Background: an optimization exercise with open tools, aiming at small area, a short achievable clock period and few clock cycles. Do not read the settings as production practice. RTL that was checked went through simulation tests only; none was proved equivalent to the original. No activity file was given, so power comes from the tool's default toggle rates.

==> module la_capture, before the edit <==
module la_capture #(
   parameter  int DATA_W = 18,
   parameter  int DEPTH  = 256,
   localparam int AW     = $clog2(DEPTH)
) (
   input  logic              clk_i,
   input  logic              rst_i,
   input  logic [DATA_W-1:0] data_i,
   input  logic              trig_i,
   input  logic [1:0]        trig_mode_i,
   input  logic [AW-1:0]     pretrig_i,
   input  logic              arm_i,
   input  logic [7:0]        trig_cnt_i,
   output logic              armed_o,
   output logic              triggered_o,
   output logic              done_o,
   output logic              rd_valid_o,
   input  logic              rd_ready_i,
   output logic [DATA_W-1:0] rd_data_o,
   output logic              rd_last_o
);
   localparam int NTAP = 8;
   localparam int TW   = $clog2(NTAP);
   localparam int SW   = AW - TW;           
   localparam logic [1:0] TRIG_LEVEL_HIGH = 2'd0;
   localparam logic [1:0] TRIG_LEVEL_LOW  = 2'd1;
   localparam logic [1:0] TRIG_RISING     = 2'd2;
   localparam logic [1:0] TRIG_FALLING    = 2'd3;
   function automatic logic trigMatch(input logic [1:0] mode,
                                      input logic       cur,
                                      input logic       prev);
      case (mode)
         TRIG_LEVEL_HIGH: trigMatch = cur;
         TRIG_LEVEL_LOW:  trigMatch = ~cur;
         TRIG_RISING:     trigMatch = cur & ~prev;
         TRIG_FALLING:    trigMatch = ~cur & prev;
         default:         trigMatch = 1'b0;
      endcase
   endfunction
   logic          armed_q, pre_q, wait_q, post_q, done_q;
   logic [1:0]    mode_q;
   logic [AW-1:0] pretrig_q;     
   logic [AW-1:0] cnt_q;         
   logic          trigPrev_q;
   logic          triggered_q;
   logic          waitMatch, fire, preEnd, postEnd, capEnd;
   logic [7:0]    matchLeft_q;   
   assign fire = waitMatch && (matchLeft_q[7:1] == 7'd0);
   always_ff @(posedge clk_i) begin
      if (arm_i) begin
         matchLeft_q <= trig_cnt_i;
      end else if (waitMatch) begin
         matchLeft_q <= matchLeft_q - 8'd1;
      end
   end
   assign waitMatch = wait_q && !arm_i && trigMatch(mode_q, trig_i, trigPrev_q);
   assign preEnd    = pre_q && (cnt_q == AW'(1));
   assign postEnd   = post_q && (cnt_q == AW'(1));
   assign capEnd    = !arm_i && (postEnd || (fire && (&pretrig_q)));
   logic [TW-1:0]     tapSel;
   logic              rdValid_q, rdLast_q;
   logic [DATA_W-1:0] rdData_q, rdHold_q;
   logic [NTAP*DATA_W-1:0] taps;
   logic [DATA_W-1:0] tapWord;
   logic              canLoad, load, xfer;
   la_capture_ram #(
      .DATA_W (DATA_W),
      .DEPTH  (DEPTH),
      .NTAP   (NTAP)
   ) u_ram (
      .clk_i   (clk_i),
      .cap_i   (armed_q),
      .wdata_i (data_i),
      .taps_o  (taps)
   );
   assign tapSel  = pretrig_q[AW-1 -: TW] | {TW{!done_q}};
   assign tapWord = taps[tapSel*DATA_W +: DATA_W];
   assign xfer    = rdValid_q && rd_ready_i;
   assign canLoad = done_q && !rdLast_q && (pretrig_q[SW-1:0] == SW'((1 << SW) - 2));
   assign load    = canLoad && (!rdValid_q || rd_ready_i);
   always_ff @(posedge clk_i) begin
      if (rst_i) begin
         armed_q     <= 1'b0;
         pre_q       <= 1'b0;
         wait_q      <= 1'b0;
         post_q      <= 1'b0;
         done_q      <= 1'b0;
         triggered_q <= 1'b0;
      end else if (arm_i) begin
         armed_q     <= 1'b1;
         pre_q       <= (pretrig_i != '0);
         wait_q      <= (pretrig_i == '0);
         post_q      <= 1'b0;
         done_q      <= 1'b0;
         triggered_q <= 1'b0;
      end else begin
         if (preEnd) begin
            pre_q  <= 1'b0;
            wait_q <= 1'b1;
         end
         if (fire) begin
            triggered_q <= 1'b1;
            wait_q      <= 1'b0;
            post_q      <= !(&pretrig_q);
         end
         if (postEnd) begin
            post_q <= 1'b0;
         end
         if (capEnd) begin
            armed_q <= 1'b0;
            done_q  <= 1'b1;
         end
         if (xfer && rdLast_q) begin
            done_q <= 1'b0;
         end
      end
   end
   always_ff @(posedge clk_i) begin
      if (arm_i) begin
         mode_q    <= trig_mode_i;
         pretrig_q <= pretrig_i;
         cnt_q     <= pretrig_i;
      end else begin
         if (pre_q || post_q) begin
            cnt_q <= cnt_q - AW'(1);
         end
         if (fire) begin
            cnt_q <= ~pretrig_q;
         end
         if (capEnd) begin
            pretrig_q <= AW'(DEPTH - 2);
         end
         if (done_q) begin
            if (load) begin
               cnt_q <= cnt_q - AW'(1);
            end else begin
               pretrig_q <= (pretrig_q == AW'(DEPTH - 2)) ? '0 : pretrig_q + AW'(1);
            end
         end
      end
   end
   always_ff @(posedge clk_i) begin
      trigPrev_q <= trig_i;
   end
   always_ff @(posedge clk_i) begin
      if (rst_i || arm_i) begin
         rdValid_q <= 1'b0;
         rdLast_q  <= 1'b0;
      end else if (capEnd) begin
         rdValid_q <= 1'b1;
         rdLast_q  <= 1'b0;
      end else if (!rdValid_q || rd_ready_i) begin
         rdValid_q <= load;
         rdLast_q  <= load && (cnt_q == AW'(2));
      end
   end
   always_ff @(posedge clk_i) begin
      if (!done_q || load) begin
         rdHold_q <= tapWord;
      end
   end
   always_ff @(posedge clk_i) begin
      rdData_q <= (!rdValid_q || rd_ready_i) ? tapWord : rdHold_q;
   end
   assign armed_o     = armed_q;
   assign triggered_o = triggered_q;
   assign done_o      = done_q;
   assign rd_valid_o  = rdValid_q;
   assign rd_data_o   = rdData_q;
   assign rd_last_o   = rdLast_q;
endmodule
clock: 6.0 ns
lec_check: 0
cap_margin: 20
core_margin: 2
core_utilization: 65
cts_cluster_diameter: 70
cts_cluster_size: 36
setup_slack_margin: 4
slew_margin: 20
run.sh (not shown) runs the stock make flow with config.mk's settings and CLKGATE_MAP_FILE= SYNTH_SCRIPT=/design/flow/synth_recipe.tcl, a recipe that flattens the netlist after the stock synthesis.
The baseline finished with timing, DRC and antenna clean.
Testbench counts at the start, summed over its fixed seeds: cycles 12,628.
==> next run, changes <==
--- a/flow/design.v
+++ b/flow/design.v
@@ -67,9 +67,11 @@
    logic          waitMatch, fire, preEnd, postEnd, capEnd;
    logic [7:0]    matchLeft_q;   
    assign fire = waitMatch && (matchLeft_q[7:1] == 7'd0);
    always_ff @(posedge clk_i) begin
-      if (arm_i) begin
+      if (rst_i) begin
+         matchLeft_q <= 8'd0;
+      end else if (arm_i) begin
          matchLeft_q <= trig_cnt_i;
       end else if (waitMatch) begin
          matchLeft_q <= matchLeft_q - 8'd1;
       end
@@ -106,50 +108,42 @@
          wait_q      <= 1'b0;
          post_q      <= 1'b0;
          done_q      <= 1'b0;
          triggered_q <= 1'b0;
+         mode_q      <= TRIG_LEVEL_HIGH;
+         pretrig_q   <= '0;
+         cnt_q       <= '0;
       end else if (arm_i) begin
          armed_q     <= 1'b1;
          pre_q       <= (pretrig_i != '0);
          wait_q      <= (pretrig_i == '0);
          post_q      <= 1'b0;
          done_q      <= 1'b0;
          triggered_q <= 1'b0;
+         mode_q      <= trig_mode_i;
+         pretrig_q   <= pretrig_i;
+         cnt_q       <= pretrig_i;
       end else begin
-         if (preEnd) begin
-            pre_q  <= 1'b0;
-            wait_q <= 1'b1;
+         if (pre_q) begin
+            cnt_q <= cnt_q - AW'(1);
+            if (preEnd) begin
+               pre_q  <= 1'b0;
+               wait_q <= 1'b1;
+            end
          end
          if (fire) begin
             triggered_q <= 1'b1;
             wait_q      <= 1'b0;
             post_q      <= !(&pretrig_q);
+            cnt_q       <= ~pretrig_q;
          end
-         if (postEnd) begin
-            post_q <= 1'b0;
+         if (post_q) begin
+            cnt_q <= cnt_q - AW'(1);
+            if (postEnd) post_q <= 1'b0;
          end
          if (capEnd) begin
-            armed_q <= 1'b0;
-            done_q  <= 1'b1;
-         end
-         if (xfer && rdLast_q) begin
-            done_q <= 1'b0;
-         end
-      end
-   end
-   always_ff @(posedge clk_i) begin
-      if (arm_i) begin
-         mode_q    <= trig_mode_i;
-         pretrig_q <= pretrig_i;
-         cnt_q     <= pretrig_i;
-      end else begin
-         if (pre_q || post_q) begin
-            cnt_q <= cnt_q - AW'(1);
-         end
-         if (fire) begin
-            cnt_q <= ~pretrig_q;
-         end
-         if (capEnd) begin
+            armed_q   <= 1'b0;
+            done_q    <= 1'b1;
             pretrig_q <= AW'(DEPTH - 2);
          end
          if (done_q) begin
             if (load) begin
@@ -157,12 +151,19 @@
             end else begin
                pretrig_q <= (pretrig_q == AW'(DEPTH - 2)) ? '0 : pretrig_q + AW'(1);
             end
          end
+         if (xfer && rdLast_q) begin
+            done_q <= 1'b0;
+         end
       end
    end
    always_ff @(posedge clk_i) begin
-      trigPrev_q <= trig_i;
+      if (rst_i) begin
+         trigPrev_q <= 1'b0;
+      end else begin
+         trigPrev_q <= trig_i;
+      end
    end
    always_ff @(posedge clk_i) begin
       if (rst_i || arm_i) begin
          rdValid_q <= 1'b0;
What happened: The changed run completed without violations. Total power hardly moves. Routed wire length fell by 1.1%. Hold slack gets better by 0.0063 ns. Register-to-register slack improved by 0.12 ns. Sequential share of layout area climbs by 0.18 points. Cell area fell by 0.30%. Utilization fell by 0.13 points. Synthesized area hardly moves. Via count stays flat. Count of clock-buffer cells in the layout decreases by 1. Die area hardly moves. Clock skew is about the same. Setup slack got worse by 0.027 ns.
Function not checked in the second run of this note: the RTL went through the layout flow alone.

========
Setup of oak:
Another version of the RTL of la_capture (not shown whole).
Size: roughly 5000 cells after synthesis, ~4700 flip-flops, about 64 I/O pins, ~96000 sq um of cells after synthesis.
==> module la_capture, before the edit <==
module la_capture #(
   parameter  int DATA_W = 18,
   parameter  int DEPTH  = 256,
   localparam int AW     = $clog2(DEPTH)
) (
   input  logic              clk_i,
   input  logic              rst_i,
   input  logic [DATA_W-1:0] data_i,
   input  logic              trig_i,
   input  logic [1:0]        trig_mode_i,
   input  logic [AW-1:0]     pretrig_i,
   input  logic              arm_i,
   input  logic [7:0]        trig_cnt_i,
   output logic              armed_o,
   output logic              triggered_o,
   output logic              done_o,
   output logic              rd_valid_o,
   input  logic              rd_ready_i,
   output logic [DATA_W-1:0] rd_data_o,
   output logic              rd_last_o
);
   localparam int NTAP = 8;
   localparam int TW   = $clog2(NTAP);
   localparam int SW   = AW - TW;           
   localparam logic [1:0] TRIG_LEVEL_HIGH = 2'd0;
   localparam logic [1:0] TRIG_LEVEL_LOW  = 2'd1;
   localparam logic [1:0] TRIG_RISING     = 2'd2;
   localparam logic [1:0] TRIG_FALLING    = 2'd3;
   function automatic logic trigMatch(input logic [1:0] mode,
                                      input logic       cur,
                                      input logic       prev);
      case (mode)
         TRIG_LEVEL_HIGH: trigMatch = cur;
         TRIG_LEVEL_LOW:  trigMatch = ~cur;
         TRIG_RISING:     trigMatch = cur & ~prev;
         TRIG_FALLING:    trigMatch = ~cur & prev;
         default:         trigMatch = 1'b0;
      endcase
   endfunction
   logic          armed_q, pre_q, wait_q, post_q, done_q;
   logic [1:0]    mode_q;
   logic [AW-1:0] pretrig_q;
   logic [AW-1:0] cnt_q;         
   logic          trigPrev_q;
   logic          triggered_q;
   logic          waitMatch, fire, preEnd, postEnd, capEnd;
   logic [7:0]    matchLeft_q;   
   assign fire = waitMatch && (matchLeft_q[7:1] == 7'd0);
   always_ff @(posedge clk_i) begin
      if (rst_i) begin
         matchLeft_q <= 8'd0;
      end else if (arm_i) begin
         matchLeft_q <= trig_cnt_i;
      end else if (waitMatch) begin
         matchLeft_q <= matchLeft_q - 8'd1;
      end
   end
   assign waitMatch = wait_q && !arm_i && trigMatch(mode_q, trig_i, trigPrev_q);
   assign preEnd    = pre_q && (cnt_q == AW'(1));
   assign postEnd   = post_q && (cnt_q == AW'(1));
   assign capEnd    = !arm_i && (postEnd || (fire && (&pretrig_q)));
   logic [AW-1:0]     pos_q;       
   logic [AW-1:0]     next_q;      
   logic              rdValid_q, rdLast_q;
   logic [DATA_W-1:0] rdData_q;
   logic [NTAP*DATA_W-1:0] taps;
   logic [DATA_W-1:0] tapWord;
   logic              canLoad, load, xfer;
   la_capture_ram #(
      .DATA_W (DATA_W),
      .DEPTH  (DEPTH),
      .NTAP   (NTAP)
   ) u_ram (
      .clk_i   (clk_i),
      .cap_i   (armed_q),
      .wdata_i (data_i),
      .taps_o  (taps)
   );
   assign tapWord = taps[pos_q[AW-1 -: TW]*DATA_W +: DATA_W];
   assign xfer    = rdValid_q && rd_ready_i;
   assign canLoad = done_q && !rdLast_q && (pos_q[SW-1:0] == SW'((1 << SW) - 2));
   assign load    = canLoad && (!rdValid_q || rd_ready_i);
   always_ff @(posedge clk_i) begin
      if (rst_i) begin
         armed_q     <= 1'b0;
         pre_q       <= 1'b0;
         wait_q      <= 1'b0;
         post_q      <= 1'b0;
         done_q      <= 1'b0;
         triggered_q <= 1'b0;
         mode_q      <= TRIG_LEVEL_HIGH;
         pretrig_q   <= '0;
         cnt_q       <= '0;
      end else if (arm_i) begin
         armed_q     <= 1'b1;
         pre_q       <= (pretrig_i != '0);
         wait_q      <= (pretrig_i == '0);
         post_q      <= 1'b0;
         done_q      <= 1'b0;
         triggered_q <= 1'b0;
         mode_q      <= trig_mode_i;
         pretrig_q   <= pretrig_i;
         cnt_q       <= pretrig_i;
      end else begin
         if (pre_q) begin
            cnt_q <= cnt_q - AW'(1);
            if (preEnd) begin
               pre_q  <= 1'b0;
               wait_q <= 1'b1;
            end
         end
         if (fire) begin
            triggered_q <= 1'b1;
            wait_q      <= 1'b0;
            post_q      <= !(&pretrig_q);
            cnt_q       <= ~pretrig_q;
         end
         if (post_q) begin
            cnt_q <= cnt_q - AW'(1);
            if (postEnd) post_q <= 1'b0;
         end
         if (capEnd) begin
            armed_q <= 1'b0;
            done_q  <= 1'b1;
         end
         if (xfer && rdLast_q) begin
            done_q <= 1'b0;
         end
      end
   end
   always_ff @(posedge clk_i) begin
      if (rst_i) begin
         trigPrev_q <= 1'b0;
      end else begin
         trigPrev_q <= trig_i;
      end
   end
   always_ff @(posedge clk_i) begin
      if (rst_i || arm_i) begin
         rdValid_q <= 1'b0;
         rdLast_q  <= 1'b0;
      end else if (capEnd) begin
         rdValid_q <= 1'b1;
         rdLast_q  <= 1'b0;
      end else if (!rdValid_q || rd_ready_i) begin
         rdValid_q <= load;
         rdLast_q  <= load && (&next_q);
      end
   end
   always_ff @(posedge clk_i) begin
      if (!rdValid_q || rd_ready_i) begin
         rdData_q <= tapWord;
      end
   end
   always_ff @(posedge clk_i) begin
      if (!done_q) begin
         pos_q  <= AW'(DEPTH - 2);
         next_q <= AW'(1);
      end else if (load) begin
         next_q <= next_q + AW'(1);
      end else begin
         pos_q <= (pos_q == AW'(DEPTH - 2)) ? '0 : pos_q + AW'(1);
      end
   end
   assign armed_o     = armed_q;
   assign triggered_o = triggered_q;
   assign done_o      = done_q;
   assign rd_valid_o  = rdValid_q;
   assign rd_data_o   = rdData_q;
   assign rd_last_o   = rdLast_q;
endmodule
clock: 6.0 ns
lec_check: 0
cap_margin: 20
core_margin: 2
core_utilization: 65
cts_cluster_diameter: 60
cts_cluster_size: 30
setup_slack_margin: 4
slew_margin: 20
### oak -> pine
--- a/flow/design.v
+++ b/flow/design.v
@@ -83,7 +83,7 @@
    logic [AW-1:0]     pos_q;       
    logic [AW-1:0]     next_q;      
    logic              rdValid_q, rdLast_q;
-   logic [DATA_W-1:0] rdData_q;
+   logic [DATA_W-1:0] rdData_q, rdHold_q;
    logic [NTAP*DATA_W-1:0] taps;
    logic [DATA_W-1:0] tapWord;
    logic              canLoad, load, xfer;
@@ -169,9 +169,12 @@
       end
    end
    always_ff @(posedge clk_i) begin
-      if (!rdValid_q || rd_ready_i) begin
-         rdData_q <= tapWord;
+      if (!done_q || load) begin
+         rdHold_q <= tapWord;
       end
+   end
+   always_ff @(posedge clk_i) begin
+      rdData_q <= (!rdValid_q || rd_ready_i) ? tapWord : rdHold_q;
    end
    always_ff @(posedge clk_i) begin
       if (!done_q) begin
Findings:
The wire length on met3 in oak is 0.836 times that in pine. Delta (pine minus oak): top achievable clock speed now larger; non-clock buffer count now larger; area added between synthesis and finish now larger; relative area of clock buffers and inverters in the final design comparable; post-layout worst setup margin now larger. Between pine and oak, transition time at the pin with the least slew margin is lower for pine, oak comes in above that. Looking at starting density of the core, pine sits 0.28 points higher than oak does. Master of the slowest instance on the critical path: dfxtp_4 -> pine, edfxtp_1 -> oak. Relative to oak, the mean area per synthesized cell measured on pine has decreased slightly. Sum of routed wire length over all layers sits higher in pine than in oak. The xor and xnor area share after synthesis was comparable across pine and oak. Summary — number of antenna cells inserted, pine relative to oak: lower, by 1.
Testbench counts of pine, summed over its fixed seeds: cycles 12,628.
The RTL of oak was laid out without a check of its function.

what the ideal ports hide:
The results above use ideal ports. As a check the final layouts listed here were re-extracted and re-timed, cells and wires unchanged.
Step 1: set_driving_cell puts a clkbuf_16 on clk_i and a buf_2 on each other input, an assumption about the parent block.
Step 2 also shifts input and output timing later by t, the mid clock arrival at the registers, as if the neighbouring blocks saw the same clock.
a / b / c = ideal ports / drivers / drivers and shift; a / b = the first two.
| run | t, ns | slack for setup (ns) | hold WS [ns] | slew at the worst register clock pin (ns) | cell pins on the clock port's net |
|---|---|---|---|---|---|
| the first run of note 1 | 0.877 | 3.487 / 3.408 / 2.859 | 0.304 / 0.304 / 0.304 | 0.13 / 0.13 | 1 |
| the second run of note 1 | 0.863 | 3.460 / 3.385 / 2.977 | 0.310 / 0.310 / 0.310 | 0.12 / 0.12 | 1 |
| oak | 0.868 | 3.299 / 3.225 / 3.147 | 0.315 / 0.315 / 0.315 | 0.11 / 0.11 | 1 |
| pine | 0.872 | 3.429 / 3.355 / 2.918 | 0.313 / 0.313 / 0.313 | 0.11 / 0.11 | 1 |
After both steps setup and hold are still met in every run listed. For the first run of note 1, which loses most, drivers alone change the setup slack by -0.079 ns; drivers and shift together by -0.628 ns.
